From an optimization exercise on the open Yosys and OpenROAD flow, aimed at small area; shortcuts taken in it are not production practice.
Function was not checked in any run shown here: the RTL went through the layout flow alone.
Power figures rest on the tool's default switching activity, not on a simulated workload.

==> flow/design.v <==
module resample_interp #(
    parameter int SYM_WIDTH = 1,
    parameter int INT_WIDTH = 1,
    parameter int DEC_WIDTH = 14,
    parameter int MU_WIDTH  = 8,
    parameter int DEPTH     = 8,
    parameter int CNT_WIDTH = 16,
    localparam int DW = SYM_WIDTH + INT_WIDTH + DEC_WIDTH,
    localparam int LW = $clog2(DEPTH) + 1
) (
    input  logic                 clk,
    input  logic                 rst,
    input  logic                 flush,
    input  logic                 in_valid,
    input  logic [DW-1:0]        in_i,
    input  logic [DW-1:0]        in_q,
    input  logic                 mk,
    input  logic [MU_WIDTH-1:0]  mu,
    input  logic                 mode,
    input  logic                 out_ready,
    output logic                 out_valid,
    output logic [DW-1:0]        out_i,
    output logic [DW-1:0]        out_q,
    output logic [LW-1:0]        fifo_level,
    output logic                 overflow,
    output logic [CNT_WIDTH-1:0] sym_cnt
);
    localparam int AW = $clog2(DEPTH);
    localparam logic [DW-1:0] SGN = DW'(1) << (DW - 1);
    logic                 strobe;
    logic                 x_zero;
    logic [DW-1:0]        x_i, x_q;
    logic                 s1_valid, s2_valid, s3_valid;
    logic [DW-1:0]        s1_a_i, s1_a_q;
    logic [MU_WIDTH-1:0]  s1_mu;
    logic [DW-1:0]        s2_y_i, s2_y_q, s3_y_i, s3_y_q;
    logic [DW-1:0]        y_i, y_q;
    logic [DW-1:0]        mem_i [DEPTH];
    logic [DW-1:0]        mem_q [DEPTH];
    logic [AW-1:0]        wr_ptr, rd_ptr;
    logic                 full, pop, wr_ok;
    assign strobe = in_valid && mk;
    always_ff @(posedge clk or posedge rst) begin
        if (rst) begin
            x_zero   <= 1'b1;
            s1_valid <= 1'b0;
            s2_valid <= 1'b0;
            s3_valid <= 1'b0;
        end else if (flush) begin
            x_zero   <= 1'b1;
            s1_valid <= 1'b0;
            s2_valid <= 1'b0;
            s3_valid <= 1'b0;
        end else begin
            if (in_valid) x_zero <= 1'b0;
            s1_valid <= strobe;
            s2_valid <= s1_valid;
            s3_valid <= s2_valid;
        end
    end
    always_ff @(posedge clk) begin
        if (in_valid) begin
            x_i <= in_i ^ SGN;
            x_q <= in_q ^ SGN;
        end
        s1_a_i <= !mode ? in_i ^ SGN : x_zero ? SGN : x_i;
        s1_a_q <= !mode ? in_q ^ SGN : x_zero ? SGN : x_q;
        s1_mu  <= mu;
        s2_y_i <= y_i ^ SGN;
        s2_y_q <= y_q ^ SGN;
        s3_y_i <= s2_y_i;
        s3_y_q <= s2_y_q;
    end
    logic [15:0] ari_1;
    logic [15:0] ari_2;
    logic [15:0] ari_3;
    logic [15:0] ari_4;
    logic [15:0] ari_5;
    logic [15:0] ari_6;
    logic [15:0] ari_7;
    logic [15:0] ari_8;
    logic ari_9;
    logic ari_10;
    logic ari_11;
    logic ari_12;
    logic ari_13;
    logic ari_14;
    logic ari_15;
    logic ari_16;
    logic ari_17;
    logic ari_18;
    logic ari_19;
    logic ari_20;
    logic ari_21;
    logic ari_22;
    logic ari_23;
    logic ari_24;
    logic ari_25;
    logic ari_26;
    logic ari_27;
    logic ari_28;
    logic ari_29;
    logic ari_30;
    logic ari_31;
    logic ari_32;
    logic ari_33;
    logic ari_34;
    logic ari_35;
    logic ari_36;
    logic ari_37;
    logic ari_38;
    logic ari_39;
    logic ari_40;
    logic ari_41;
    logic ari_42;
    logic ari_43;
    logic ari_44;
    logic ari_45;
    logic ari_46;
    logic ari_47;
    logic ari_48;
    logic ari_49;
    logic ari_50;
    logic ari_51;
    logic ari_52;
    logic ari_53;
    logic ari_54;
    logic ari_55;
    logic ari_56;
    logic ari_57;
    logic ari_58;
    logic ari_59;
    logic ari_60;
    logic ari_61;
    logic ari_62;
    logic ari_63;
    logic ari_64;
    logic ari_65;
    logic ari_66;
    logic ari_67;
    logic ari_68;
    logic ari_69;
    logic ari_70;
    logic ari_71;
    logic ari_72;
    logic ari_73;
    logic ari_74;
    logic ari_75;
    logic ari_76;
    logic ari_77;
    logic ari_78;
    logic ari_79;
    logic ari_80;
    logic ari_81;
    logic ari_82;
    logic ari_83;
    logic ari_84;
    logic ari_85;
    logic ari_86;
    logic ari_87;
    logic ari_88;
    logic ari_89;
    logic ari_90;
    logic ari_91;
    logic ari_92;
    logic ari_93;
    logic ari_94;
    logic ari_95;
    logic ari_96;
    logic ari_97;
    logic ari_98;
    logic ari_99;
    logic ari_100;
    logic ari_101;
    logic ari_102;
    logic ari_103;
    logic ari_104;
    logic ari_105;
    logic ari_106;
    logic ari_107;
    logic ari_108;
    logic ari_109;
    logic ari_110;
    logic ari_111;
    logic ari_112;
    logic ari_113;
    logic ari_114;
    logic ari_115;
    logic ari_116;
    logic ari_117;
    logic ari_118;
    logic ari_119;
    logic ari_120;
    logic ari_121;
    logic ari_122;
    logic ari_123;
    logic ari_124;
    logic ari_125;
    logic ari_126;
    logic ari_127;
    logic ari_128;
    logic ari_129;
    logic ari_130;
    logic ari_131;
    logic ari_132;
    logic ari_133;
    logic ari_134;
    logic ari_135;
    logic ari_136;
    logic ari_137;
    logic ari_138;
    logic ari_139;
    logic ari_140;
    logic ari_141;
    logic ari_142;
    logic ari_143;
    logic ari_144;
    logic ari_145;
    logic ari_146;
    logic ari_147;
    logic ari_148;
    logic ari_149;
    logic ari_150;
    logic ari_151;
    logic ari_152;
    logic ari_153;
    logic ari_154;
    logic ari_155;
    logic ari_156;
    logic ari_157;
    logic ari_158;
    logic ari_159;
    logic ari_160;
    logic ari_161;
    logic ari_162;
    logic ari_163;
    logic ari_164;
    logic ari_165;
    logic ari_166;
    logic ari_167;
    logic ari_168;
    logic ari_169;
    logic ari_170;
    logic ari_171;
    logic ari_172;
    logic ari_173;
    logic ari_174;
    logic ari_175;
    logic ari_176;
    logic ari_177;
    logic ari_178;
    logic ari_179;
    logic ari_180;
    logic ari_181;
    logic ari_182;
    logic ari_183;
    logic ari_184;
    logic ari_185;
    logic ari_186;
    logic ari_187;
    logic ari_188;
    logic ari_189;
    logic ari_190;
    logic ari_191;
    logic ari_192;
    logic ari_193;
    logic ari_194;
    logic ari_195;
    logic ari_196;
    logic ari_197;
    logic ari_198;
    logic ari_199;
    logic ari_200;
    logic ari_201;
    logic ari_202;
    logic ari_203;
    logic ari_204;
    logic ari_205;
    logic ari_206;
    logic ari_207;
    logic ari_208;
    logic ari_209;
    logic ari_210;
    logic ari_211;
    logic ari_212;
    logic ari_213;
    logic ari_214;
    logic ari_215;
    logic ari_216;
    logic ari_217;
    logic ari_218;
    logic ari_219;
    logic ari_220;
    logic ari_221;
    logic ari_222;
    logic ari_223;
    logic ari_224;
    logic ari_225;
    logic ari_226;
    logic ari_227;
    logic ari_228;
    logic ari_229;
    logic ari_230;
    logic ari_231;
    logic ari_232;
    logic ari_233;
    logic ari_234;
    logic ari_235;
    logic ari_236;
    logic ari_237;
    logic ari_238;
    logic ari_239;
    logic ari_240;
    logic ari_241;
    logic ari_242;
    logic ari_243;
    logic ari_244;
    logic ari_245;
    logic ari_246;
    logic ari_247;
    logic ari_248;
    logic ari_249;
    logic ari_250;
    logic ari_251;
    logic ari_252;
    logic ari_253;
    logic ari_254;
    logic ari_255;
    logic ari_256;
    logic ari_257;
    logic ari_258;
    logic ari_259;
    logic ari_260;
    logic ari_261;
    logic ari_262;
    logic ari_263;
    logic ari_264;
    logic ari_265;
    logic ari_266;
    logic ari_267;
    logic ari_268;
    logic ari_269;
    logic ari_270;
    logic ari_271;
    logic ari_272;
    logic ari_273;
    logic ari_274;
    logic ari_275;
    logic ari_276;
    logic ari_277;
    logic ari_278;
    logic ari_279;
    logic ari_280;
    logic ari_281;
    logic ari_282;
    logic ari_283;
    logic ari_284;
    logic ari_285;
    logic ari_286;
    logic ari_287;
    logic ari_288;
    logic ari_289;
    logic ari_290;
    logic ari_291;
    logic ari_292;
    logic ari_293;
    logic ari_294;
    logic ari_295;
    logic ari_296;
    logic ari_297;
    logic ari_298;
    logic ari_299;
    logic ari_300;
    logic ari_301;
    logic ari_302;
    logic ari_303;
    logic ari_304;
    logic ari_305;
    logic ari_306;
    logic ari_307;
    logic ari_308;
    logic ari_309;
    logic ari_310;
    logic ari_311;
    logic ari_312;
    logic ari_313;
    logic ari_314;
    logic ari_315;
    logic ari_316;
    logic ari_317;
    logic ari_318;
    logic ari_319;
    logic ari_320;
    logic ari_321;
    logic ari_322;
    assign ari_1 = s1_mu[0] ? x_i : s1_a_i;
    assign ari_2 = s1_mu[1] ? x_i : s1_a_i;
    assign ari_3 = s1_mu[2] ? x_i : s1_a_i;
    assign ari_4 = s1_mu[3] ? x_i : s1_a_i;
    assign ari_5 = s1_mu[4] ? x_i : s1_a_i;
    assign ari_6 = s1_mu[5] ? x_i : s1_a_i;
    assign ari_7 = s1_mu[6] ? x_i : s1_a_i;
    assign ari_8 = s1_mu[7] ? x_i : s1_a_i;
    assign ari_9 = ~(s1_a_i[7] ^ ari_1[7]);
    assign ari_10 = s1_a_i[7] | ari_1[7];
    ri_ha u_ari_11 (s1_a_i[1], ari_1[1], ari_11, ari_12);
    ri_fa u_ari_13 (s1_a_i[2], ari_1[2], ari_2[1], ari_13, ari_14);
    ri_ha u_ari_15 (ari_3[0], ari_12, ari_15, ari_16);
    ri_fa u_ari_17 (s1_a_i[3], ari_1[3], ari_2[2], ari_17, ari_18);
    ri_fa u_ari_19 (ari_3[1], ari_4[0], ari_14, ari_19, ari_20);
    ri_ha u_ari_21 (ari_16, ari_17, ari_21, ari_22);
    ri_fa u_ari_23 (s1_a_i[4], ari_1[4], ari_2[3], ari_23, ari_24);
    ri_fa u_ari_25 (ari_3[2], ari_4[1], ari_5[0], ari_25, ari_26);
    ri_fa u_ari_27 (ari_18, ari_23, ari_25, ari_27, ari_28);
    ri_ha u_ari_29 (ari_22, ari_20, ari_29, ari_30);
    ri_fa u_ari_31 (s1_a_i[5], ari_1[5], ari_2[4], ari_31, ari_32);
    ri_fa u_ari_33 (ari_3[3], ari_4[2], ari_5[1], ari_33, ari_34);
    ri_fa u_ari_35 (ari_6[0], ari_24, ari_26, ari_35, ari_36);
    ri_fa u_ari_37 (ari_31, ari_33, ari_28, ari_37, ari_38);
    ri_ha u_ari_39 (ari_35, ari_30, ari_39, ari_40);
    ri_fa u_ari_41 (s1_a_i[6], ari_1[6], ari_2[5], ari_41, ari_42);
    ri_fa u_ari_43 (ari_3[4], ari_4[3], ari_5[2], ari_43, ari_44);
    ri_fa u_ari_45 (ari_6[1], ari_7[0], ari_32, ari_45, ari_46);
    ri_fa u_ari_47 (ari_34, ari_41, ari_43, ari_47, ari_48);
    ri_fa u_ari_49 (ari_36, ari_45, ari_47, ari_49, ari_50);
    ri_ha u_ari_51 (ari_38, ari_40, ari_51, ari_52);
    ri_fa u_ari_53 (ari_2[6], ari_3[5], ari_4[4], ari_53, ari_54);
    ri_fa u_ari_55 (ari_5[3], ari_6[2], ari_7[1], ari_55, ari_56);
    ri_fa u_ari_57 (ari_8[0], ari_9, ari_42, ari_57, ari_58);
    ri_fa u_ari_59 (ari_44, ari_53, ari_55, ari_59, ari_60);
    ri_fa u_ari_61 (ari_46, ari_48, ari_57, ari_61, ari_62);
    ri_fa u_ari_63 (ari_59, ari_50, ari_61, ari_63, ari_64);
    ri_fa u_ari_65 (s1_a_i[8], ari_1[8], ari_2[7], ari_65, ari_66);
    ri_fa u_ari_67 (ari_3[6], ari_4[5], ari_5[4], ari_67, ari_68);
    ri_fa u_ari_69 (ari_6[3], ari_7[2], ari_8[1], ari_69, ari_70);
    ri_fa u_ari_71 (ari_10, ari_54, ari_56, ari_71, ari_72);
    ri_fa u_ari_73 (ari_65, ari_67, ari_69, ari_73, ari_74);
    ri_fa u_ari_75 (ari_58, ari_60, ari_71, ari_75, ari_76);
    ri_fa u_ari_77 (ari_73, ari_62, ari_75, ari_77, ari_78);
    ri_fa u_ari_79 (s1_a_i[9], ari_1[9], ari_2[8], ari_79, ari_80);
    ri_fa u_ari_81 (ari_3[7], ari_4[6], ari_5[5], ari_81, ari_82);
    ri_fa u_ari_83 (ari_6[4], ari_7[3], ari_8[2], ari_83, ari_84);
    ri_fa u_ari_85 (ari_66, ari_68, ari_70, ari_85, ari_86);
    ri_fa u_ari_87 (ari_79, ari_81, ari_83, ari_87, ari_88);
    ri_fa u_ari_89 (ari_72, ari_74, ari_85, ari_89, ari_90);
    ri_fa u_ari_91 (ari_87, ari_76, ari_89, ari_91, ari_92);
    ri_fa u_ari_93 (s1_a_i[10], ari_1[10], ari_2[9], ari_93, ari_94);
    ri_fa u_ari_95 (ari_3[8], ari_4[7], ari_5[6], ari_95, ari_96);
    ri_fa u_ari_97 (ari_6[5], ari_7[4], ari_8[3], ari_97, ari_98);
    ri_fa u_ari_99 (ari_80, ari_82, ari_84, ari_99, ari_100);
    ri_fa u_ari_101 (ari_93, ari_95, ari_97, ari_101, ari_102);
    ri_fa u_ari_103 (ari_86, ari_88, ari_99, ari_103, ari_104);
    ri_fa u_ari_105 (ari_101, ari_90, ari_103, ari_105, ari_106);
    ri_fa u_ari_107 (s1_a_i[11], ari_1[11], ari_2[10], ari_107, ari_108);
    ri_fa u_ari_109 (ari_3[9], ari_4[8], ari_5[7], ari_109, ari_110);
    ri_fa u_ari_111 (ari_6[6], ari_7[5], ari_8[4], ari_111, ari_112);
    ri_fa u_ari_113 (ari_94, ari_96, ari_98, ari_113, ari_114);
    ri_fa u_ari_115 (ari_107, ari_109, ari_111, ari_115, ari_116);
    ri_fa u_ari_117 (ari_100, ari_102, ari_113, ari_117, ari_118);
    ri_fa u_ari_119 (ari_115, ari_104, ari_117, ari_119, ari_120);
    ri_fa u_ari_121 (s1_a_i[12], ari_1[12], ari_2[11], ari_121, ari_122);
    ri_fa u_ari_123 (ari_3[10], ari_4[9], ari_5[8], ari_123, ari_124);
    ri_fa u_ari_125 (ari_6[7], ari_7[6], ari_8[5], ari_125, ari_126);
    ri_fa u_ari_127 (ari_108, ari_110, ari_112, ari_127, ari_128);
    ri_fa u_ari_129 (ari_121, ari_123, ari_125, ari_129, ari_130);
    ri_fa u_ari_131 (ari_114, ari_116, ari_127, ari_131, ari_132);
    ri_fa u_ari_133 (ari_129, ari_118, ari_131, ari_133, ari_134);
    ri_fa u_ari_135 (s1_a_i[13], ari_1[13], ari_2[12], ari_135, ari_136);
    ri_fa u_ari_137 (ari_3[11], ari_4[10], ari_5[9], ari_137, ari_138);
    ri_fa u_ari_139 (ari_6[8], ari_7[7], ari_8[6], ari_139, ari_140);
    ri_fa u_ari_141 (ari_122, ari_124, ari_126, ari_141, ari_142);
    ri_fa u_ari_143 (ari_135, ari_137, ari_139, ari_143, ari_144);
    ri_fa u_ari_145 (ari_128, ari_130, ari_141, ari_145, ari_146);
    ri_fa u_ari_147 (ari_143, ari_132, ari_145, ari_147, ari_148);
    ri_fa u_ari_149 (s1_a_i[14], ari_1[14], ari_2[13], ari_149, ari_150);
    ri_fa u_ari_151 (ari_3[12], ari_4[11], ari_5[10], ari_151, ari_152);
    ri_fa u_ari_153 (ari_6[9], ari_7[8], ari_8[7], ari_153, ari_154);
    ri_fa u_ari_155 (ari_136, ari_138, ari_140, ari_155, ari_156);
    ri_fa u_ari_157 (ari_149, ari_151, ari_153, ari_157, ari_158);
    ri_fa u_ari_159 (ari_142, ari_144, ari_155, ari_159, ari_160);
    ri_fa u_ari_161 (ari_157, ari_146, ari_159, ari_161, ari_162);
    ri_fa u_ari_163 (s1_a_i[15], ari_1[15], ari_2[14], ari_163, ari_164);
    ri_fa u_ari_165 (ari_3[13], ari_4[12], ari_5[11], ari_165, ari_166);
    ri_fa u_ari_167 (ari_6[10], ari_7[9], ari_8[8], ari_167, ari_168);
    ri_fa u_ari_169 (ari_150, ari_152, ari_154, ari_169, ari_170);
    ri_fa u_ari_171 (ari_163, ari_165, ari_167, ari_171, ari_172);
    ri_fa u_ari_173 (ari_156, ari_158, ari_169, ari_173, ari_174);
    ri_fa u_ari_175 (ari_171, ari_160, ari_173, ari_175, ari_176);
    ri_fa u_ari_177 (ari_2[15], ari_3[14], ari_4[13], ari_177, ari_178);
    ri_fa u_ari_179 (ari_5[12], ari_6[11], ari_7[10], ari_179, ari_180);
    ri_fa u_ari_181 (ari_8[9], ari_164, ari_166, ari_181, ari_182);
    ri_fa u_ari_183 (ari_168, ari_177, ari_179, ari_183, ari_184);
    ri_fa u_ari_185 (ari_170, ari_172, ari_181, ari_185, ari_186);
    ri_fa u_ari_187 (ari_183, ari_174, ari_185, ari_187, ari_188);
    ri_fa u_ari_189 (ari_3[15], ari_4[14], ari_5[13], ari_189, ari_190);
    ri_fa u_ari_191 (ari_6[12], ari_7[11], ari_8[10], ari_191, ari_192);
    ri_fa u_ari_193 (ari_178, ari_180, ari_189, ari_193, ari_194);
    ri_fa u_ari_195 (ari_191, ari_182, ari_184, ari_195, ari_196);
    ri_fa u_ari_197 (ari_193, ari_186, ari_195, ari_197, ari_198);
    ri_fa u_ari_199 (ari_4[15], ari_5[14], ari_6[13], ari_199, ari_200);
    ri_fa u_ari_201 (ari_7[12], ari_8[11], ari_190, ari_201, ari_202);
    ri_fa u_ari_203 (ari_192, ari_199, ari_194, ari_203, ari_204);
    ri_fa u_ari_205 (ari_201, ari_196, ari_203, ari_205, ari_206);
    ri_fa u_ari_207 (ari_5[15], ari_6[14], ari_7[13], ari_207, ari_208);
    ri_fa u_ari_209 (ari_8[12], ari_200, ari_207, ari_209, ari_210);
    ri_fa u_ari_211 (ari_202, ari_209, ari_204, ari_211, ari_212);
    ri_fa u_ari_213 (ari_6[15], ari_7[14], ari_8[13], ari_213, ari_214);
    ri_fa u_ari_215 (ari_208, ari_213, ari_210, ari_215, ari_216);
    ri_fa u_ari_217 (ari_7[15], ari_8[14], ari_214, ari_217, ari_218);
    assign ari_219 = s1_a_i[0] & ari_1[0];
    ri_maj u_ari_220 (ari_2[0], ari_11, ari_219, ari_220);
    ri_maj u_ari_221 (ari_13, ari_15, ari_220, ari_221);
    ri_maj u_ari_222 (ari_21, ari_19, ari_221, ari_222);
    ri_maj u_ari_223 (ari_27, ari_29, ari_222, ari_223);
    ri_maj u_ari_224 (ari_39, ari_37, ari_223, ari_224);
    ri_maj u_ari_225 (ari_49, ari_51, ari_224, ari_225);
    ri_maj u_ari_226 (ari_52, ari_63, ari_225, ari_226);
    ri_ha u_ari_227 (ari_64, ari_77, ari_227, ari_228);
    ri_ha u_ari_229 (ari_78, ari_91, ari_229, ari_230);
    ri_ha u_ari_231 (ari_92, ari_105, ari_231, ari_232);
    ri_ha u_ari_233 (ari_106, ari_119, ari_233, ari_234);
    ri_ha u_ari_235 (ari_120, ari_133, ari_235, ari_236);
    ri_ha u_ari_237 (ari_134, ari_147, ari_237, ari_238);
    ri_ha u_ari_239 (ari_148, ari_161, ari_239, ari_240);
    ri_ha u_ari_241 (ari_162, ari_175, ari_241, ari_242);
    ri_ha u_ari_243 (ari_176, ari_187, ari_243, ari_244);
    ri_ha u_ari_245 (ari_188, ari_197, ari_245, ari_246);
    ri_ha u_ari_247 (ari_198, ari_205, ari_247, ari_248);
    ri_ha u_ari_249 (ari_206, ari_211, ari_249, ari_250);
    ri_ha u_ari_251 (ari_215, ari_212, ari_251, ari_252);
    ri_ha u_ari_253 (ari_217, ari_216, ari_253, ari_254);
    ri_ha u_ari_255 (ari_8[15], ari_218, ari_255, ari_256);
    assign ari_257 = ari_228 | (ari_227 & ari_226);
    assign ari_258 = ari_230 | (ari_229 & ari_257);
    assign ari_259 = ari_234 | (ari_233 & ari_232);
    assign ari_260 = ari_233 & ari_231;
    assign ari_261 = ari_238 | (ari_237 & ari_236);
    assign ari_262 = ari_237 & ari_235;
    assign ari_263 = ari_242 | (ari_241 & ari_240);
    assign ari_264 = ari_241 & ari_239;
    assign ari_265 = ari_246 | (ari_245 & ari_244);
    assign ari_266 = ari_245 & ari_243;
    assign ari_267 = ari_250 | (ari_249 & ari_248);
    assign ari_268 = ari_249 & ari_247;
    assign ari_269 = ari_254 | (ari_253 & ari_252);
    assign ari_270 = ari_253 & ari_251;
    assign ari_271 = 1'b0 | (1'b0 & ari_256);
    assign ari_272 = 1'b0 & ari_255;
    assign ari_273 = ari_232 | (ari_231 & ari_258);
    assign ari_274 = ari_259 | (ari_260 & ari_258);
    assign ari_275 = ari_240 | (ari_239 & ari_261);
    assign ari_276 = ari_239 & ari_262;
    assign ari_277 = ari_263 | (ari_264 & ari_261);
    assign ari_278 = ari_264 & ari_262;
    assign ari_279 = ari_248 | (ari_247 & ari_265);
    assign ari_280 = ari_247 & ari_266;
    assign ari_281 = ari_267 | (ari_268 & ari_265);
    assign ari_282 = ari_268 & ari_266;
    assign ari_283 = ari_256 | (ari_255 & ari_269);
    assign ari_284 = ari_255 & ari_270;
    assign ari_285 = ari_271 | (ari_272 & ari_269);
    assign ari_286 = ari_272 & ari_270;
    assign ari_287 = ari_236 | (ari_235 & ari_274);
    assign ari_288 = ari_261 | (ari_262 & ari_274);
    assign ari_289 = ari_275 | (ari_276 & ari_274);
    assign ari_290 = ari_277 | (ari_278 & ari_274);
    assign ari_291 = ari_252 | (ari_251 & ari_281);
    assign ari_292 = ari_251 & ari_282;
    assign ari_293 = ari_269 | (ari_270 & ari_281);
    assign ari_294 = ari_270 & ari_282;
    assign ari_295 = ari_283 | (ari_284 & ari_281);
    assign ari_296 = ari_284 & ari_282;
    assign ari_297 = ari_285 | (ari_286 & ari_281);
    assign ari_298 = ari_286 & ari_282;
    assign ari_299 = ari_244 | (ari_243 & ari_290);
    assign ari_300 = ari_265 | (ari_266 & ari_290);
    assign ari_301 = ari_279 | (ari_280 & ari_290);
    assign ari_302 = ari_281 | (ari_282 & ari_290);
    assign ari_303 = ari_291 | (ari_292 & ari_290);
    assign ari_304 = ari_293 | (ari_294 & ari_290);
    assign ari_305 = ari_295 | (ari_296 & ari_290);
    assign ari_306 = ari_297 | (ari_298 & ari_290);
    assign ari_307 = ari_227 ^ ari_226;
    assign ari_308 = ari_229 ^ ari_257;
    assign ari_309 = ari_231 ^ ari_258;
    assign ari_310 = ari_233 ^ ari_273;
    assign ari_311 = ari_235 ^ ari_274;
    assign ari_312 = ari_237 ^ ari_287;
    assign ari_313 = ari_239 ^ ari_288;
    assign ari_314 = ari_241 ^ ari_289;
    assign ari_315 = ari_243 ^ ari_290;
    assign ari_316 = ari_245 ^ ari_299;
    assign ari_317 = ari_247 ^ ari_300;
    assign ari_318 = ari_249 ^ ari_301;
    assign ari_319 = ari_251 ^ ari_302;
    assign ari_320 = ari_253 ^ ari_303;
    assign ari_321 = ari_255 ^ ari_304;
    assign ari_322 = 1'b0 ^ ari_305;
    assign y_i = {ari_322, ari_321, ari_320, ari_319, ari_318, ari_317, ari_316, ari_315, ari_314, ari_313, ari_312, ari_311, ari_310, ari_309, ari_308, ari_307};
    logic [15:0] arq_1;
    logic [15:0] arq_2;
    logic [15:0] arq_3;
    logic [15:0] arq_4;
    logic [15:0] arq_5;
    logic [15:0] arq_6;
    logic [15:0] arq_7;
    logic [15:0] arq_8;
    logic arq_9;
    logic arq_10;
    logic arq_11;
    logic arq_12;
    logic arq_13;
    logic arq_14;
    logic arq_15;
    logic arq_16;
    logic arq_17;
    logic arq_18;
    logic arq_19;
    logic arq_20;
    logic arq_21;
    logic arq_22;
    logic arq_23;
    logic arq_24;
    logic arq_25;
    logic arq_26;
    logic arq_27;
    logic arq_28;
    logic arq_29;
    logic arq_30;
    logic arq_31;
    logic arq_32;
    logic arq_33;
    logic arq_34;
    logic arq_35;
    logic arq_36;
    logic arq_37;
    logic arq_38;
    logic arq_39;
    logic arq_40;
    logic arq_41;
    logic arq_42;
    logic arq_43;
    logic arq_44;
    logic arq_45;
    logic arq_46;
    logic arq_47;
    logic arq_48;
    logic arq_49;
    logic arq_50;
    logic arq_51;
    logic arq_52;
    logic arq_53;
    logic arq_54;
    logic arq_55;
    logic arq_56;
    logic arq_57;
    logic arq_58;
    logic arq_59;
    logic arq_60;
    logic arq_61;
    logic arq_62;
    logic arq_63;
    logic arq_64;
    logic arq_65;
    logic arq_66;
    logic arq_67;
    logic arq_68;
    logic arq_69;
    logic arq_70;
    logic arq_71;
    logic arq_72;
    logic arq_73;
    logic arq_74;
    logic arq_75;
    logic arq_76;
    logic arq_77;
    logic arq_78;
    logic arq_79;
    logic arq_80;
    logic arq_81;
    logic arq_82;
    logic arq_83;
    logic arq_84;
    logic arq_85;
    logic arq_86;
    logic arq_87;
    logic arq_88;
    logic arq_89;
    logic arq_90;
    logic arq_91;
    logic arq_92;
    logic arq_93;
    logic arq_94;
    logic arq_95;
    logic arq_96;
    logic arq_97;
    logic arq_98;
    logic arq_99;
    logic arq_100;
    logic arq_101;
    logic arq_102;
    logic arq_103;
    logic arq_104;
    logic arq_105;
    logic arq_106;
    logic arq_107;
    logic arq_108;
    logic arq_109;
    logic arq_110;
    logic arq_111;
    logic arq_112;
    logic arq_113;
    logic arq_114;
    logic arq_115;
    logic arq_116;
    logic arq_117;
    logic arq_118;
    logic arq_119;
    logic arq_120;
    logic arq_121;
    logic arq_122;
    logic arq_123;
    logic arq_124;
    logic arq_125;
    logic arq_126;
    logic arq_127;
    logic arq_128;
    logic arq_129;
    logic arq_130;
    logic arq_131;
    logic arq_132;
    logic arq_133;
    logic arq_134;
    logic arq_135;
    logic arq_136;
    logic arq_137;
    logic arq_138;
    logic arq_139;
    logic arq_140;
    logic arq_141;
    logic arq_142;
    logic arq_143;
    logic arq_144;
    logic arq_145;
    logic arq_146;
    logic arq_147;
    logic arq_148;
    logic arq_149;
    logic arq_150;
    logic arq_151;
    logic arq_152;
    logic arq_153;
    logic arq_154;
    logic arq_155;
    logic arq_156;
    logic arq_157;
    logic arq_158;
    logic arq_159;
    logic arq_160;
    logic arq_161;
    logic arq_162;
    logic arq_163;
    logic arq_164;
    logic arq_165;
    logic arq_166;
    logic arq_167;
    logic arq_168;
    logic arq_169;
    logic arq_170;
    logic arq_171;
    logic arq_172;
    logic arq_173;
    logic arq_174;
    logic arq_175;
    logic arq_176;
    logic arq_177;
    logic arq_178;
    logic arq_179;
    logic arq_180;
    logic arq_181;
    logic arq_182;
    logic arq_183;
    logic arq_184;
    logic arq_185;
    logic arq_186;
    logic arq_187;
    logic arq_188;
    logic arq_189;
    logic arq_190;
    logic arq_191;
    logic arq_192;
    logic arq_193;
    logic arq_194;
    logic arq_195;
    logic arq_196;
    logic arq_197;
    logic arq_198;
    logic arq_199;
    logic arq_200;
    logic arq_201;
    logic arq_202;
    logic arq_203;
    logic arq_204;
    logic arq_205;
    logic arq_206;
    logic arq_207;
    logic arq_208;
    logic arq_209;
    logic arq_210;
    logic arq_211;
    logic arq_212;
    logic arq_213;
    logic arq_214;
    logic arq_215;
    logic arq_216;
    logic arq_217;
    logic arq_218;
    logic arq_219;
    logic arq_220;
    logic arq_221;
    logic arq_222;
    logic arq_223;
    logic arq_224;
    logic arq_225;
    logic arq_226;
    logic arq_227;
    logic arq_228;
    logic arq_229;
    logic arq_230;
    logic arq_231;
    logic arq_232;
    logic arq_233;
    logic arq_234;
    logic arq_235;
    logic arq_236;
    logic arq_237;
    logic arq_238;
    logic arq_239;
    logic arq_240;
    logic arq_241;
    logic arq_242;
    logic arq_243;
    logic arq_244;
    logic arq_245;
    logic arq_246;
    logic arq_247;
    logic arq_248;
    logic arq_249;
    logic arq_250;
    logic arq_251;
    logic arq_252;
    logic arq_253;
    logic arq_254;
    logic arq_255;
    logic arq_256;
    logic arq_257;
    logic arq_258;
    logic arq_259;
    logic arq_260;
    logic arq_261;
    logic arq_262;
    logic arq_263;
    logic arq_264;
    logic arq_265;
    logic arq_266;
    logic arq_267;
    logic arq_268;
    logic arq_269;
    logic arq_270;
    logic arq_271;
    logic arq_272;
    logic arq_273;
    logic arq_274;
    logic arq_275;
    logic arq_276;
    logic arq_277;
    logic arq_278;
    logic arq_279;
    logic arq_280;
    logic arq_281;
    logic arq_282;
    logic arq_283;
    logic arq_284;
    logic arq_285;
    logic arq_286;
    logic arq_287;
    logic arq_288;
    logic arq_289;
    logic arq_290;
    logic arq_291;
    logic arq_292;
    logic arq_293;
    logic arq_294;
    logic arq_295;
    logic arq_296;
    logic arq_297;
    logic arq_298;
    logic arq_299;
    logic arq_300;
    logic arq_301;
    logic arq_302;
    logic arq_303;
    logic arq_304;
    logic arq_305;
    logic arq_306;
    logic arq_307;
    logic arq_308;
    logic arq_309;
    logic arq_310;
    logic arq_311;
    logic arq_312;
    logic arq_313;
    logic arq_314;
    logic arq_315;
    logic arq_316;
    logic arq_317;
    logic arq_318;
    logic arq_319;
    logic arq_320;
    logic arq_321;
    logic arq_322;
    assign arq_1 = s1_mu[0] ? x_q : s1_a_q;
    assign arq_2 = s1_mu[1] ? x_q : s1_a_q;
    assign arq_3 = s1_mu[2] ? x_q : s1_a_q;
    assign arq_4 = s1_mu[3] ? x_q : s1_a_q;
    assign arq_5 = s1_mu[4] ? x_q : s1_a_q;
    assign arq_6 = s1_mu[5] ? x_q : s1_a_q;
    assign arq_7 = s1_mu[6] ? x_q : s1_a_q;
    assign arq_8 = s1_mu[7] ? x_q : s1_a_q;
    assign arq_9 = ~(s1_a_q[7] ^ arq_1[7]);
    assign arq_10 = s1_a_q[7] | arq_1[7];
    ri_ha u_arq_11 (s1_a_q[1], arq_1[1], arq_11, arq_12);
    ri_fa u_arq_13 (s1_a_q[2], arq_1[2], arq_2[1], arq_13, arq_14);
    ri_ha u_arq_15 (arq_3[0], arq_12, arq_15, arq_16);
    ri_fa u_arq_17 (s1_a_q[3], arq_1[3], arq_2[2], arq_17, arq_18);
    ri_fa u_arq_19 (arq_3[1], arq_4[0], arq_14, arq_19, arq_20);
    ri_ha u_arq_21 (arq_16, arq_17, arq_21, arq_22);
    ri_fa u_arq_23 (s1_a_q[4], arq_1[4], arq_2[3], arq_23, arq_24);
    ri_fa u_arq_25 (arq_3[2], arq_4[1], arq_5[0], arq_25, arq_26);
    ri_fa u_arq_27 (arq_18, arq_23, arq_25, arq_27, arq_28);
    ri_ha u_arq_29 (arq_22, arq_20, arq_29, arq_30);
    ri_fa u_arq_31 (s1_a_q[5], arq_1[5], arq_2[4], arq_31, arq_32);
    ri_fa u_arq_33 (arq_3[3], arq_4[2], arq_5[1], arq_33, arq_34);
    ri_fa u_arq_35 (arq_6[0], arq_24, arq_26, arq_35, arq_36);
    ri_fa u_arq_37 (arq_31, arq_33, arq_28, arq_37, arq_38);
    ri_ha u_arq_39 (arq_35, arq_30, arq_39, arq_40);
    ri_fa u_arq_41 (s1_a_q[6], arq_1[6], arq_2[5], arq_41, arq_42);
    ri_fa u_arq_43 (arq_3[4], arq_4[3], arq_5[2], arq_43, arq_44);
    ri_fa u_arq_45 (arq_6[1], arq_7[0], arq_32, arq_45, arq_46);
    ri_fa u_arq_47 (arq_34, arq_41, arq_43, arq_47, arq_48);
    ri_fa u_arq_49 (arq_36, arq_45, arq_47, arq_49, arq_50);
    ri_ha u_arq_51 (arq_38, arq_40, arq_51, arq_52);
    ri_fa u_arq_53 (arq_2[6], arq_3[5], arq_4[4], arq_53, arq_54);
    ri_fa u_arq_55 (arq_5[3], arq_6[2], arq_7[1], arq_55, arq_56);
    ri_fa u_arq_57 (arq_8[0], arq_9, arq_42, arq_57, arq_58);
    ri_fa u_arq_59 (arq_44, arq_53, arq_55, arq_59, arq_60);
    ri_fa u_arq_61 (arq_46, arq_48, arq_57, arq_61, arq_62);
    ri_fa u_arq_63 (arq_59, arq_50, arq_61, arq_63, arq_64);
    ri_fa u_arq_65 (s1_a_q[8], arq_1[8], arq_2[7], arq_65, arq_66);
    ri_fa u_arq_67 (arq_3[6], arq_4[5], arq_5[4], arq_67, arq_68);
    ri_fa u_arq_69 (arq_6[3], arq_7[2], arq_8[1], arq_69, arq_70);
    ri_fa u_arq_71 (arq_10, arq_54, arq_56, arq_71, arq_72);
    ri_fa u_arq_73 (arq_65, arq_67, arq_69, arq_73, arq_74);
    ri_fa u_arq_75 (arq_58, arq_60, arq_71, arq_75, arq_76);
    ri_fa u_arq_77 (arq_73, arq_62, arq_75, arq_77, arq_78);
    ri_fa u_arq_79 (s1_a_q[9], arq_1[9], arq_2[8], arq_79, arq_80);
    ri_fa u_arq_81 (arq_3[7], arq_4[6], arq_5[5], arq_81, arq_82);
    ri_fa u_arq_83 (arq_6[4], arq_7[3], arq_8[2], arq_83, arq_84);
    ri_fa u_arq_85 (arq_66, arq_68, arq_70, arq_85, arq_86);
    ri_fa u_arq_87 (arq_79, arq_81, arq_83, arq_87, arq_88);
    ri_fa u_arq_89 (arq_72, arq_74, arq_85, arq_89, arq_90);
    ri_fa u_arq_91 (arq_87, arq_76, arq_89, arq_91, arq_92);
    ri_fa u_arq_93 (s1_a_q[10], arq_1[10], arq_2[9], arq_93, arq_94);
    ri_fa u_arq_95 (arq_3[8], arq_4[7], arq_5[6], arq_95, arq_96);
    ri_fa u_arq_97 (arq_6[5], arq_7[4], arq_8[3], arq_97, arq_98);
    ri_fa u_arq_99 (arq_80, arq_82, arq_84, arq_99, arq_100);
    ri_fa u_arq_101 (arq_93, arq_95, arq_97, arq_101, arq_102);
    ri_fa u_arq_103 (arq_86, arq_88, arq_99, arq_103, arq_104);
    ri_fa u_arq_105 (arq_101, arq_90, arq_103, arq_105, arq_106);
    ri_fa u_arq_107 (s1_a_q[11], arq_1[11], arq_2[10], arq_107, arq_108);
    ri_fa u_arq_109 (arq_3[9], arq_4[8], arq_5[7], arq_109, arq_110);
    ri_fa u_arq_111 (arq_6[6], arq_7[5], arq_8[4], arq_111, arq_112);
    ri_fa u_arq_113 (arq_94, arq_96, arq_98, arq_113, arq_114);
    ri_fa u_arq_115 (arq_107, arq_109, arq_111, arq_115, arq_116);
    ri_fa u_arq_117 (arq_100, arq_102, arq_113, arq_117, arq_118);
    ri_fa u_arq_119 (arq_115, arq_104, arq_117, arq_119, arq_120);
    ri_fa u_arq_121 (s1_a_q[12], arq_1[12], arq_2[11], arq_121, arq_122);
    ri_fa u_arq_123 (arq_3[10], arq_4[9], arq_5[8], arq_123, arq_124);
    ri_fa u_arq_125 (arq_6[7], arq_7[6], arq_8[5], arq_125, arq_126);
    ri_fa u_arq_127 (arq_108, arq_110, arq_112, arq_127, arq_128);
    ri_fa u_arq_129 (arq_121, arq_123, arq_125, arq_129, arq_130);
    ri_fa u_arq_131 (arq_114, arq_116, arq_127, arq_131, arq_132);
    ri_fa u_arq_133 (arq_129, arq_118, arq_131, arq_133, arq_134);
    ri_fa u_arq_135 (s1_a_q[13], arq_1[13], arq_2[12], arq_135, arq_136);
    ri_fa u_arq_137 (arq_3[11], arq_4[10], arq_5[9], arq_137, arq_138);
    ri_fa u_arq_139 (arq_6[8], arq_7[7], arq_8[6], arq_139, arq_140);
    ri_fa u_arq_141 (arq_122, arq_124, arq_126, arq_141, arq_142);
    ri_fa u_arq_143 (arq_135, arq_137, arq_139, arq_143, arq_144);
    ri_fa u_arq_145 (arq_128, arq_130, arq_141, arq_145, arq_146);
    ri_fa u_arq_147 (arq_143, arq_132, arq_145, arq_147, arq_148);
    ri_fa u_arq_149 (s1_a_q[14], arq_1[14], arq_2[13], arq_149, arq_150);
    ri_fa u_arq_151 (arq_3[12], arq_4[11], arq_5[10], arq_151, arq_152);
    ri_fa u_arq_153 (arq_6[9], arq_7[8], arq_8[7], arq_153, arq_154);
    ri_fa u_arq_155 (arq_136, arq_138, arq_140, arq_155, arq_156);
    ri_fa u_arq_157 (arq_149, arq_151, arq_153, arq_157, arq_158);
    ri_fa u_arq_159 (arq_142, arq_144, arq_155, arq_159, arq_160);
    ri_fa u_arq_161 (arq_157, arq_146, arq_159, arq_161, arq_162);
    ri_fa u_arq_163 (s1_a_q[15], arq_1[15], arq_2[14], arq_163, arq_164);
    ri_fa u_arq_165 (arq_3[13], arq_4[12], arq_5[11], arq_165, arq_166);
    ri_fa u_arq_167 (arq_6[10], arq_7[9], arq_8[8], arq_167, arq_168);
    ri_fa u_arq_169 (arq_150, arq_152, arq_154, arq_169, arq_170);
    ri_fa u_arq_171 (arq_163, arq_165, arq_167, arq_171, arq_172);
    ri_fa u_arq_173 (arq_156, arq_158, arq_169, arq_173, arq_174);
    ri_fa u_arq_175 (arq_171, arq_160, arq_173, arq_175, arq_176);
    ri_fa u_arq_177 (arq_2[15], arq_3[14], arq_4[13], arq_177, arq_178);
    ri_fa u_arq_179 (arq_5[12], arq_6[11], arq_7[10], arq_179, arq_180);
    ri_fa u_arq_181 (arq_8[9], arq_164, arq_166, arq_181, arq_182);
    ri_fa u_arq_183 (arq_168, arq_177, arq_179, arq_183, arq_184);
    ri_fa u_arq_185 (arq_170, arq_172, arq_181, arq_185, arq_186);
    ri_fa u_arq_187 (arq_183, arq_174, arq_185, arq_187, arq_188);
    ri_fa u_arq_189 (arq_3[15], arq_4[14], arq_5[13], arq_189, arq_190);
    ri_fa u_arq_191 (arq_6[12], arq_7[11], arq_8[10], arq_191, arq_192);
    ri_fa u_arq_193 (arq_178, arq_180, arq_189, arq_193, arq_194);
    ri_fa u_arq_195 (arq_191, arq_182, arq_184, arq_195, arq_196);
    ri_fa u_arq_197 (arq_193, arq_186, arq_195, arq_197, arq_198);
    ri_fa u_arq_199 (arq_4[15], arq_5[14], arq_6[13], arq_199, arq_200);
    ri_fa u_arq_201 (arq_7[12], arq_8[11], arq_190, arq_201, arq_202);
    ri_fa u_arq_203 (arq_192, arq_199, arq_194, arq_203, arq_204);
    ri_fa u_arq_205 (arq_201, arq_196, arq_203, arq_205, arq_206);
    ri_fa u_arq_207 (arq_5[15], arq_6[14], arq_7[13], arq_207, arq_208);
    ri_fa u_arq_209 (arq_8[12], arq_200, arq_207, arq_209, arq_210);
    ri_fa u_arq_211 (arq_202, arq_209, arq_204, arq_211, arq_212);
    ri_fa u_arq_213 (arq_6[15], arq_7[14], arq_8[13], arq_213, arq_214);
    ri_fa u_arq_215 (arq_208, arq_213, arq_210, arq_215, arq_216);
    ri_fa u_arq_217 (arq_7[15], arq_8[14], arq_214, arq_217, arq_218);
    assign arq_219 = s1_a_q[0] & arq_1[0];
    ri_maj u_arq_220 (arq_2[0], arq_11, arq_219, arq_220);
    ri_maj u_arq_221 (arq_13, arq_15, arq_220, arq_221);
    ri_maj u_arq_222 (arq_21, arq_19, arq_221, arq_222);
    ri_maj u_arq_223 (arq_27, arq_29, arq_222, arq_223);
    ri_maj u_arq_224 (arq_39, arq_37, arq_223, arq_224);
    ri_maj u_arq_225 (arq_49, arq_51, arq_224, arq_225);
    ri_maj u_arq_226 (arq_52, arq_63, arq_225, arq_226);
    ri_ha u_arq_227 (arq_64, arq_77, arq_227, arq_228);
    ri_ha u_arq_229 (arq_78, arq_91, arq_229, arq_230);
    ri_ha u_arq_231 (arq_92, arq_105, arq_231, arq_232);
    ri_ha u_arq_233 (arq_106, arq_119, arq_233, arq_234);
    ri_ha u_arq_235 (arq_120, arq_133, arq_235, arq_236);
    ri_ha u_arq_237 (arq_134, arq_147, arq_237, arq_238);
    ri_ha u_arq_239 (arq_148, arq_161, arq_239, arq_240);
    ri_ha u_arq_241 (arq_162, arq_175, arq_241, arq_242);
    ri_ha u_arq_243 (arq_176, arq_187, arq_243, arq_244);
    ri_ha u_arq_245 (arq_188, arq_197, arq_245, arq_246);
    ri_ha u_arq_247 (arq_198, arq_205, arq_247, arq_248);
    ri_ha u_arq_249 (arq_206, arq_211, arq_249, arq_250);
    ri_ha u_arq_251 (arq_215, arq_212, arq_251, arq_252);
    ri_ha u_arq_253 (arq_217, arq_216, arq_253, arq_254);
    ri_ha u_arq_255 (arq_8[15], arq_218, arq_255, arq_256);
    assign arq_257 = arq_228 | (arq_227 & arq_226);
    assign arq_258 = arq_230 | (arq_229 & arq_257);
    assign arq_259 = arq_234 | (arq_233 & arq_232);
    assign arq_260 = arq_233 & arq_231;
    assign arq_261 = arq_238 | (arq_237 & arq_236);
    assign arq_262 = arq_237 & arq_235;
    assign arq_263 = arq_242 | (arq_241 & arq_240);
    assign arq_264 = arq_241 & arq_239;
    assign arq_265 = arq_246 | (arq_245 & arq_244);
    assign arq_266 = arq_245 & arq_243;
    assign arq_267 = arq_250 | (arq_249 & arq_248);
    assign arq_268 = arq_249 & arq_247;
    assign arq_269 = arq_254 | (arq_253 & arq_252);
    assign arq_270 = arq_253 & arq_251;
    assign arq_271 = 1'b0 | (1'b0 & arq_256);
    assign arq_272 = 1'b0 & arq_255;
    assign arq_273 = arq_232 | (arq_231 & arq_258);
    assign arq_274 = arq_259 | (arq_260 & arq_258);
    assign arq_275 = arq_240 | (arq_239 & arq_261);
    assign arq_276 = arq_239 & arq_262;
    assign arq_277 = arq_263 | (arq_264 & arq_261);
    assign arq_278 = arq_264 & arq_262;
    assign arq_279 = arq_248 | (arq_247 & arq_265);
    assign arq_280 = arq_247 & arq_266;
    assign arq_281 = arq_267 | (arq_268 & arq_265);
    assign arq_282 = arq_268 & arq_266;
    assign arq_283 = arq_256 | (arq_255 & arq_269);
    assign arq_284 = arq_255 & arq_270;
    assign arq_285 = arq_271 | (arq_272 & arq_269);
    assign arq_286 = arq_272 & arq_270;
    assign arq_287 = arq_236 | (arq_235 & arq_274);
    assign arq_288 = arq_261 | (arq_262 & arq_274);
    assign arq_289 = arq_275 | (arq_276 & arq_274);
    assign arq_290 = arq_277 | (arq_278 & arq_274);
    assign arq_291 = arq_252 | (arq_251 & arq_281);
    assign arq_292 = arq_251 & arq_282;
    assign arq_293 = arq_269 | (arq_270 & arq_281);
    assign arq_294 = arq_270 & arq_282;
    assign arq_295 = arq_283 | (arq_284 & arq_281);
    assign arq_296 = arq_284 & arq_282;
    assign arq_297 = arq_285 | (arq_286 & arq_281);
    assign arq_298 = arq_286 & arq_282;
    assign arq_299 = arq_244 | (arq_243 & arq_290);
    assign arq_300 = arq_265 | (arq_266 & arq_290);
    assign arq_301 = arq_279 | (arq_280 & arq_290);
    assign arq_302 = arq_281 | (arq_282 & arq_290);
    assign arq_303 = arq_291 | (arq_292 & arq_290);
    assign arq_304 = arq_293 | (arq_294 & arq_290);
    assign arq_305 = arq_295 | (arq_296 & arq_290);
    assign arq_306 = arq_297 | (arq_298 & arq_290);
    assign arq_307 = arq_227 ^ arq_226;
    assign arq_308 = arq_229 ^ arq_257;
    assign arq_309 = arq_231 ^ arq_258;
    assign arq_310 = arq_233 ^ arq_273;
    assign arq_311 = arq_235 ^ arq_274;
    assign arq_312 = arq_237 ^ arq_287;
    assign arq_313 = arq_239 ^ arq_288;
    assign arq_314 = arq_241 ^ arq_289;
    assign arq_315 = arq_243 ^ arq_290;
    assign arq_316 = arq_245 ^ arq_299;
    assign arq_317 = arq_247 ^ arq_300;
    assign arq_318 = arq_249 ^ arq_301;
    assign arq_319 = arq_251 ^ arq_302;
    assign arq_320 = arq_253 ^ arq_303;
    assign arq_321 = arq_255 ^ arq_304;
    assign arq_322 = 1'b0 ^ arq_305;
    assign y_q = {arq_322, arq_321, arq_320, arq_319, arq_318, arq_317, arq_316, arq_315, arq_314, arq_313, arq_312, arq_311, arq_310, arq_309, arq_308, arq_307};
    assign full      = fifo_level == LW'(DEPTH);
    assign out_valid = fifo_level != '0;
    assign pop       = out_valid && out_ready;
    assign wr_ok     = s3_valid && (!full || pop);
    always_comb begin
        out_i = '0;
        out_q = '0;
        for (int k = 0; k < DEPTH; k++) begin
            if (out_valid && rd_ptr == AW'(k)) begin
                out_i = out_i | mem_i[k];
                out_q = out_q | mem_q[k];
            end
        end
    end
    always_ff @(posedge clk) begin
        if (!full || pop) begin
            mem_i[wr_ptr] <= s3_y_i;
            mem_q[wr_ptr] <= s3_y_q;
        end
    end
    always_ff @(posedge clk or posedge rst) begin
        if (rst) begin
            wr_ptr     <= '0;
            rd_ptr     <= '0;
            fifo_level <= '0;
            overflow   <= 1'b0;
            sym_cnt    <= '0;
        end else if (flush) begin
            wr_ptr     <= '0;
            rd_ptr     <= '0;
            fifo_level <= '0;
            overflow   <= 1'b0;
            sym_cnt    <= '0;
        end else begin
            if (wr_ok) begin
                wr_ptr  <= wr_ptr + AW'(1);
                sym_cnt <= sym_cnt + CNT_WIDTH'(1);
            end
            if (pop) begin
                rd_ptr <= rd_ptr + AW'(1);
            end
            case ({wr_ok, pop})
                2'b10:   fifo_level <= fifo_level + LW'(1);
                2'b01:   fifo_level <= fifo_level - LW'(1);
                default: fifo_level <= fifo_level;
            endcase
            if (s3_valid && !wr_ok) begin
                overflow <= 1'b1;
            end
        end
    end
endmodule
module ri_fa (
    input  logic a, b, c,
    output logic s, co
);
    assign s  = a ^ b ^ c;
    assign co = (a & b) | (c & (a ^ b));
endmodule
module ri_maj (
    input  logic a, b, c,
    output logic co
);
    assign co = (a & b) | (c & (a ^ b));
endmodule
module ri_ha (
    input  logic a, b,
    output logic s, co
);
    assign s  = a ^ b;
    assign co = a & b;
endmodule
==> flow/flow/run.sh <==
#!/bin/bash
# Layout flow: the standard ORFS flow (standard.sh, unchanged synthesis)
# with two changes to the layout steps:
#   * port buffers use the smallest buffer (buf_1) instead of the resizer's
#     default choice; every input and output port still gets a buffer;
#   * clock tree synthesis runs without dummy loads, with the same clustering
#     settings as config.mk.
# Each tool's full output is in orfs/logs/ (one log per step); make's own
# output goes to flow_make.log in the work folder.
set -euo pipefail
export BUFFER_PORTS_ARGS="-buffer_cell sky130_fd_sc_hd__buf_1"
export CTS_ARGS="-sink_clustering_enable -repair_clock_nets -dont_use_dummy_load -buf_list sky130_fd_sc_hd__clkbuf_8 -sink_clustering_size 20 -sink_clustering_max_diameter 50"
bash standard.sh > flow_make.log 2>&1
==> flow/standard.sh <==
#!/bin/bash
# synth_recipe.tcl (not shown) runs the flow's synth.tcl, then flattens the netlist and writes it again
# the make line also repeats each setting of config.mk as NAME=value (left out here)
make -C /OpenROAD-flow-scripts/flow DESIGN_CONFIG=/design/flow/config.mk WORK_HOME=/design/flow/orfs CLKGATE_MAP_FILE= SYNTH_SCRIPT=/design/flow/synth_recipe.tcl "${@:-finish}"
==> flow/config.mk <==
export PLATFORM = sky130hd
export DESIGN_NAME = resample_interp
export DESIGN_NICKNAME = resample_interp
export VERILOG_FILES = /design/flow/design.v
export SDC_FILE = /design/flow/constraint.sdc
export NUM_CORES = 4
export LEC_CHECK = 0
export CAP_MARGIN = 20
export CORE_MARGIN = 2
export CORE_UTILIZATION = 65
export GPL_ROUTABILITY_DRIVEN = 0
export GPL_TIMING_DRIVEN = 0
export PLACE_DENSITY = 0.75
export SLEW_MARGIN = 20
export SYNTH_HIERARCHICAL = 1
export SYNTH_MINIMUM_KEEP_SIZE = 0
==> flow/constraint.sdc <==
create_clock -name core_clock -period 6.0 [get_ports {clk}]
set_input_delay 1.2000 -clock core_clock [delete_from_list [all_inputs] [get_ports {clk}]]
set_output_delay 1.2000 -clock core_clock [all_outputs]
set_load 0.01 [all_outputs]
==> results of run 1 <==
## cell type report
type	count	share of cell area
clock buffer	35	0.0196
multi-input combinational	974	0.438
timing repair buffer	127	0.0265
sequential	423	0.469
inverter	52	0.00795
tap	455	0.0232
buffer	77	0.0163
## cell families (layout without fill, tap and decap cells)
group                    Yosys count  count (layout)  synth area share
adder cells (fa/ha/maj)          275             275             0.216
AND/OR/NAND/NOR                  207             207            0.0474
XOR/XNOR                          35              35            0.0135
buffers and inverters            133             291            0.0258
AO/OA/AOI/OAI                    210             210            0.0702
flip-flops                       423             423             0.505
multiplexers                     247             247             0.122
## cells in the final DEF (no fill, tap or decap), types with 4 or more instances in the layout
| master | Yosys | final |
|---|---|---|
| edfxtp_1 | 288 | 288 |
| mux2_2 | 238 | 238 |
| fa_1 | 197 | 197 |
| dfxtp_1 | 104 | 101 |
| buf_1 | 13 | 99 |
| ha_1 | 78 | 78 |
| a222oi_1 | 64 | 64 |
| inv_1 | 52 | 51 |
| o21ai_0 | 49 | 47 |
| nor2_1 | 47 | 44 |
| clkbuf_1 | 48 | 42 |
| nand3_1 | 40 | 40 |
| nand2_1 | 35 | 35 |
| clkbuf_8 | 0 | 35 |
| a22oi_1 | 32 | 32 |
| nand3b_1 | 30 | 30 |
| dfrtp_1 | 30 | 30 |
| a21o_1 | 22 | 22 |
| buf_2 | 9 | 19 |
| xor2_1 | 18 | 18 |
| xnor2_1 | 17 | 17 |
| a21oi_1 | 15 | 15 |
| buf_6 | 10 | 15 |
| buf_4 | 0 | 15 |
| nor3_1 | 14 | 10 |
| mux2i_1 | 9 | 9 |
| clkbuf_2 | 1 | 8 |
| and2_1 | 7 | 7 |
| and3_1 | 7 | 7 |
| or2_2 | 7 | 7 |
| a211oi_1 | 5 | 5 |
| and4_1 | 4 | 4 |
| nand4_1 | 4 | 4 |
| nor3_2 | 0 | 4 |
| nor2b_1 | 4 | 4 |
## critical path: cells and delay by family (launching register included)
| family | cells | cell delay (ps) |
|---|---|---|
| adder cells (fa/ha/maj) | 7 | 2630 |
| AO/OA/AOI/OAI | 4 | 1010 |
| AND/OR/NAND/NOR | 2 | 610 |
| buffers and inverters | 2 | 600 |
| multiplexers | 1 | 380 |
| flip-flops | 1 | 310 |
| XOR/XNOR | 1 | 160 |
## Yosys cell counts (13+ instances only)
master      n  share of area
a21o_1     22         0.0073
a21oi_1    15         0.0033
a222oi_1   64          0.028
a22oi_1    32          0.011
buf_1      13         0.0021
clkbuf_1   48         0.0079
dfrtp_1    30          0.033
dfxtp_1   104          0.091
edfxtp_1  288           0.38
fa_1      197           0.17
ha_1       78          0.043
inv_1      52         0.0086
mux2_2    238           0.12
nand2_1    35         0.0058
nand3_1    40         0.0088
nand3b_1   30         0.0099
nor2_1     47         0.0077
nor3_1     14         0.0031
o21ai_0    49          0.011
xnor2_1    17         0.0065
xor2_1     18         0.0069
## flip-flops by register name, summed over array words and instances, names as in the netlist, 3 cells and up
name        flops
s1_mu           8
wr_ptr          3
mem_i         128
s3_y_q         16
fifo_level      4
s2_y_q         16
sym_cnt        16
x_i            16
s3_y_i         16
rd_ptr          3
x_q            16
mem_q         128
s2_y_i         16
s1_a_q         16
s1_a_i         16
## layer usage
layer | global-route usage | wire length, µm | part of all wire
met1 | 0.397 | 21000 | 0.41
met2 | 0.474 | 24700 | 0.49
met3 | 0.0380 | 3560 | 0.070
met4 | 0.106 | 1580 | 0.031
met5 | 0 | 0 | 0
## worst max path at each step
stage | endpoint | slack [ps] | cells past startpoint
after global routing | s2_y_i[15] | 20 | 16
after floorplan | s2_y_i[15] | 640 | 17
after global placement | mem_q[0][6] | -2110 | 4
final | s2_y_q[14] | 210 | 17
after CTS | s2_y_q[14] | 8 | 16
after detailed placement | s2_y_q[11] | -390 | 17
## power by group through the flow
stage	Combinational (mW)	Sequential [mW]	Clock, mW
2_1_floorplan	4.61	4.22	0
5_1_grt	7.07	4.42	1.51
6_report	6.20	4.36	1.38
3_5_place_dp	6.14	4.41	0
4_1_cts	6.21	4.35	1.41
3_3_place_gp	5.98	4.36	0
## Yosys stat by module, one instance, submodules excluded
| module | flops+latches | times used |
|---|---|---|
| resample_interp | 423 | 1 |
| ri_fa | 0 | 196 |
| ri_ha | 0 | 42 |
| ri_maj | 0 | 14 |
## through the flow
stage,util,hold slack (ps),power [mW]
after global routing,0.711,256,13.0
after floorplan,-,310,8.83
after CTS,0.710,260,12.0
after detailed placement,0.696,312,10.6
final,0.711,265,11.9
after global placement,0.686,310,10.3
==> flow_summary.yaml, run 1 <==
detailed_routing:
  drt_wl_total_um: 50900
  routed_via_density: 6.32
  drt_pass1_iterations: 6
  drcViolationCount: 0
  routedWlPerCell_um: 23.7
  vias: 13500
  ant_nets: 0
  first_iter_violations: 1192
cts:
  clock_latency_ps: 620
  postCtsResizedCells: 8
  numCtsBuffers: 35
  path_clk_slew_ps: 90
  root_buffer: "clkbuf_8"
  cts_setup_buffers: 0
  max-clock-path-buffers: 3
  numClockSinks: 423
  tritoncts: "yes"
  htree_levels: 2
  cts_hold_buf: 0
pwr:
  p_comb_frac: 0.519
  power_density_nw_per_um2: 486
  p_leak_nw: 9.39
  switching_share: 0.388
  ir_worst_vdd_mv: 0.293
  p_int_mw: 7.31
  p_clk_frac: 0.115
  p_switching_mw: 4.63
  p_seq_frac: 0.366
yosys:
  netlist_area_um2: 22800
  ys_warn_count: 7
  yosysSeqAreaShare: 0.505
  ys.flop_type: "edfxtp_1"
  synth_seq_cells: 423
  synthCells: 1530
  syn_nets: 1852
  syn_avg_cell_area_um2: 14.9
  synth_cell_types: 49
  synth_edf_count: 288
  async_reset_ff_frac: 0.0733
setup_path:
  r2r-end: "s2_y_q[14]"
  crit_path_frequent_cell: "fa_1"
  path_cells: "clkbuf_1 -> clkbuf_4 -> mux2_2 -> fa_1 -> fa_1 -> fa_1 -> fa_1 -> ha_1 -> a21o_1 -> ha_1 -> or2_2 -> ha_1 -> o211ai_1 -> a211oi_1 -> or2_2 -> a221oi_2 -> xnor2_1"
  r2r-start: "s1_mu[0]"
  arrival_ps: 6300
  r2r_cells: 17
  path_class: "register to register"
  start_kind: "register"
  cp-startpoint: "s1_mu[0]"
  crit_fanout: 10
  cp-end-kind: "register"
  critPathMaxStageDelay_ps: 550
  cp_slowest_cell: "fa_1"
  r2r_setup_slack_ps: 210
  critPathRequiredTime_ps: 6510
min_path:
  hold_start: "s2_y_q[2]"
  whs_path_depth: 0
  hold_end: "s3_y_q[2]"
  hold_class: "register to register"
die:
  start_util: 0.659
  die_w_um: 191
  pin_count: 101
  core_area_um2: 34500
  rows: 68
  die_area_um2: 36500
  die_height_um: 191
sta:
  max_freq_mhz: 173
  clock_skew_ps: 96.6
  drv_slew: 0
  setup_violations: 0
  post-route-period-util: 0.965
  rsz0062_at_grt: "no"
  relSlewSlack: 0.263
  hold_viol: 0
  finalWorstSetupSlack_ps: 213
  worst_slew_pin_slew_ps: 1090
  setup_tns_ps: 0
  post-route-min-period_ps: 5790
final_layout:
  nNetsFinal: 2012
  multi_input_area_um2: 10700
  final_cells: 2143
  regArea_um2: 11500
  drive_gt1_frac: 0.214
  syn_to_final_growth_pct: 7.79
  fin_area_um2: 24500
  n_fill_cell: 2387
  num_antenna_cells: 0
grt:
  grt_max_degree: 32
  grt_pass1_vias: 14000
  overflow: 0
  gr-usage-all-layers: 0.288
  antenna_found_initial: 0
  grt_first_pass_wirelength_um: 78800
placed_design:
  io_buffers: 99
  place_area_um2: 24000
  dpl.hpwl_um: 37200
  place_inst: 2112
  dp_slack_ps: -386
job:
  cap_violations: 0
status:
  status: "no timing/DRC/antenna violations"
==> inputs of run 2 (changes only) <==
--- a/flow/config.mk
+++ b/flow/config.mk
@@ -7,10 +7,8 @@
 export LEC_CHECK = 0
 export CAP_MARGIN = 20
 export CORE_MARGIN = 2
-export CORE_UTILIZATION = 65
-export GPL_ROUTABILITY_DRIVEN = 0
-export GPL_TIMING_DRIVEN = 0
-export PLACE_DENSITY = 0.75
+export CORE_UTILIZATION = 55
+export PLACE_DENSITY = 0.65
 export SLEW_MARGIN = 20
 export SYNTH_HIERARCHICAL = 1
 export SYNTH_MINIMUM_KEEP_SIZE = 0
==> run 2 against run 1 <==
  * Routed wire length increased by 0.11%
  * Core utilization decreased by 12 points
  * Flip-flop and latch count unchanged
  * Critical path depth unchanged
  * Design area decreased by 1.3%
  * Register-to-register slack improved by 240 ps
  * Clock power about the same
==> flow_summary.yaml, run 2 <==
final_layout:
  drive_gt1_frac: 0.207
  largest_registers: "mem_i x128, mem_q x128"
  syn_to_final_growth_pct: 6.42
  final_cell_mix: "288 x edfxtp_1, 238 x mux2_2, 197 x fa_1, 104 x dfxtp_1, 98 x buf_1"
  nNetsFinal: 1941
  final_common_cell: "edfxtp_1"
  regArea_um2: 11500
  final_cells: 2149
  num_antenna_cells: 0
  n_fill_cell: 3223
  multi_input_area_um2: 10700
die:
  core_area_um2: 40800
  start_util: 0.558
  die_area_um2: 43000
  die_height_um: 207
  rows: 74
  pin_count: 101
  die_w_um: 207
detailed_routing:
  ant_nets: 0
  routedWlPerCell_um: 23.7
  drcViolationCount: 0
  drt_wl_total_um: 50900
  drt_pass1_iterations: 7
  first_iter_violations: 1126
  vias: 13000
  routed_via_density: 6.03
sta:
  setup_violations: 0
  post-route-period-util: 0.925
  relSlewSlack: 0.303
  setup_tns_ps: 0
  max_freq_mhz: 180
  clock_skew_ps: 81.9
  drv_slew: 0
  post-route-min-period_ps: 5550
  rsz0062_at_grt: "no"
  worst_slew_pin_slew_ps: 1030
  hold_viol: 0
yosys:
  synth_compound_area_frac: 0.0702
  synthAdderAreaFrac: 0.216
  synth_common_cells: "288 x edfxtp_1, 238 x mux2_2, 197 x fa_1, 104 x dfxtp_1, 78 x ha_1"
  synthSimpleGateAreaFrac: 0.0474
  yosys-top-cells-area: "edfxtp_1 38%, fa_1 17%, mux2_2 12%"
  ys.flop_type: "edfxtp_1"
  synthXorXnorAreaFrac: 0.0135
  synthCells: 1530
  syn_avg_cell_area_um2: 14.9
  synth_cell_types: 49
  yosysSeqAreaShare: 0.505
  synth_top_area_frac: 0.380
  muxShareOfSynthArea: 0.122
  async_reset_ff_frac: 0.0733
  synth_seq_cells: 423
  netlist_area_um2: 22800
  yosysTopAreaCell: "edfxtp_1"
  synth_top_family_by_area: "adder cells"
  syn_nets: 1852
  ys_warn_count: 7
  synthMostInstantiatedCell: "edfxtp_1"
  synth_edf_count: 288
placed_design:
  dpl.hpwl_um: 33600
  place_inst: 2112
  gp_congestion: 0.880
  io_buffers: 100
pwr:
  p_comb_frac: 0.518
  power_density_nw_per_um2: 496
  p_switching_mw: 4.67
  p_int_mw: 7.34
  p_seq_frac: 0.364
  ir_worst_vdd_mv: 0.452
  p_clk_frac: 0.118
  switching_share: 0.389
  p_leak_nw: 9.17
cts:
  cts_hold_buf: 0
  path_clk_slew_ps: 100
  numClockSinks: 423
  root_buffer: "clkbuf_8"
  max-clock-path-buffers: 3
  numCtsBuffers: 37
  htree_levels: 2
  cts_setup_buffers: 0
  clock_latency_ps: 620
  tritoncts: "yes"
  postCtsResizedCells: 0
setup_path:
  path_class: "register to register"
  critPathRequiredTime_ps: 6510
  start_kind: "register"
  arrival_ps: 6060
  cp-end-kind: "register"
  crit_fanout: 12
grt:
  antenna_found_initial: 0
  grt_max_degree: 63
  overflow: 0
  gr-usage-all-layers: 0.240
  grt_pass1_vias: 13600
  grt_first_pass_wirelength_um: 80200
status:
  status: "no timing/DRC/antenna violations"
min_path:
  hold_class: "register to register"
job:
  cap_violations: 0
[run 2: cell types whose count changed in the layout (fill, tap and decap cells not counted), sizes merged]
| cell | change |
|---|---|
| clkbuf | -49 |
| buf | -22 |
[run 2: metal layers]
metal	global-route usage	vias up	routed length, µm
li1	-	5847	-
met1	0.348	6635	22900
met2	0.386	418	24200
met3	0.0383	61	2950
met4	0.0549	0	867
met5	0	-	0
[run 2: modules after synthesis (local to each module, per instance)]
module	copies in the design	cells inside	flops+latches
resample_interp	1	1264	423
ri_fa	196	1	0
ri_ha	42	1	0
ri_maj	14	2	0
[run 2: logic make-up after synthesis]
| family | count (synthesis) |
|---|---|
| and+or+nand+nor | 207 |
| buffers and inverters | 133 |
| AOI/OAI and AO/OA | 210 |
| DFF | 423 |
| xor gates and xnor gates | 35 |
| adders and majority gates | 275 |
| muxes | 247 |
[run 2: power by group through the flow]
stage	registers [mW]	clock network (mW)	logic, mW
floorplan	4.22	0	4.61
CTS	4.37	1.46	6.29
detailed placement	4.43	0	6.24
global route	4.43	1.56	7.12
finish	4.37	1.41	6.23
global placement	4.40	0	6.14
[run 2: per-stage QoR]
stage / hold slack, ps / area (µm²) / worst slack [ps] / utilization / total power [mW]
2_1_floorplan: 310 / 22800 / 643 / - / 8.83
3_3_place_gp: 314 / 23700 / 602 / 0.581 / 10.5
3_5_place_dp: 313 / 23700 / 446 / 0.581 / 10.7
4_1_cts: 276 / 24200 / 449 / 0.593 / 12.1
5_1_grt: 279 / 24200 / 227 / 0.593 / 13.1
6_report: 266 / 24200 / 449 / 0.593 / 12.0
[run 2: cell type report]
class	count	share of cell area
flip-flops and latches	423	0.475
multi-input cells	974	0.443
well taps	532	0.0275
repair buffers	131	0.0257
clock buffers	37	0.0210
inverters	52	0.00805
[run 2: worst max-delay path, cell delays in order (launching register included)]
cell and delay (ps):
dfxtp_1 710, buf_4 260, mux2_2 350, fa_1 400
fa_1 440, fa_1 380, ha_1 310, ha_1 290
a21o_1 200, a21o_1 180, ha_1 190, or2_2 300
ha_1 200, o211ai_1 280, a211oi_1 140, or2_2 310
a221oi_1 380, o21ba_2 180
[run 2: worst paths after layout]
| path | start | endpoint | slack, ps | depth (start not counted) |
|---|---|---|---|---|
| setup / recovery | s1_mu[1] | s2_y_i[15] | 450 | 17 |
| hold / removal | s2_y_i[0] | s3_y_i[0] | 270 | 0 |
| setup reg to reg | s1_mu[1] | s2_y_i[15] | 450 | 17 |
| hold reg to reg | s2_y_i[0] | s3_y_i[0] | 270 | 0 |
| max in group asynchronous | rst | sym_cnt[4] | 5000 | 3 |
| min in group asynchronous | rst | sym_cnt[2] | 610 | 3 |

-- what the ideal ports hide --
In the flow no input, the clock included, has a driving cell. The finished layouts below were timed again as built, in two steps. Step 1, drivers: a clkbuf_16 drives clk and a buf_2 each remaining input, both assumed. Step 2 moves the port delays by t, midway between the first and last clock arrival at a register: inputs arrive t later, outputs are due t later. That takes back most of the time a late clock gives input paths. a / b / c = ideal ports / drivers / drivers and shift; a / b = the first two.
run	t (ns)	slack for setup (ns)	worst setup path after step 2	worst register clock-pin slew, ns	pins driven straight from the clock port
run 1	0.628	0.213 / 0.213 / 0.213	register to register	0.11 / 0.11	1
run 2	0.631	0.449 / 0.449 / 0.449	register to register	0.11 / 0.11	1
After both steps every run listed still meets setup and hold.
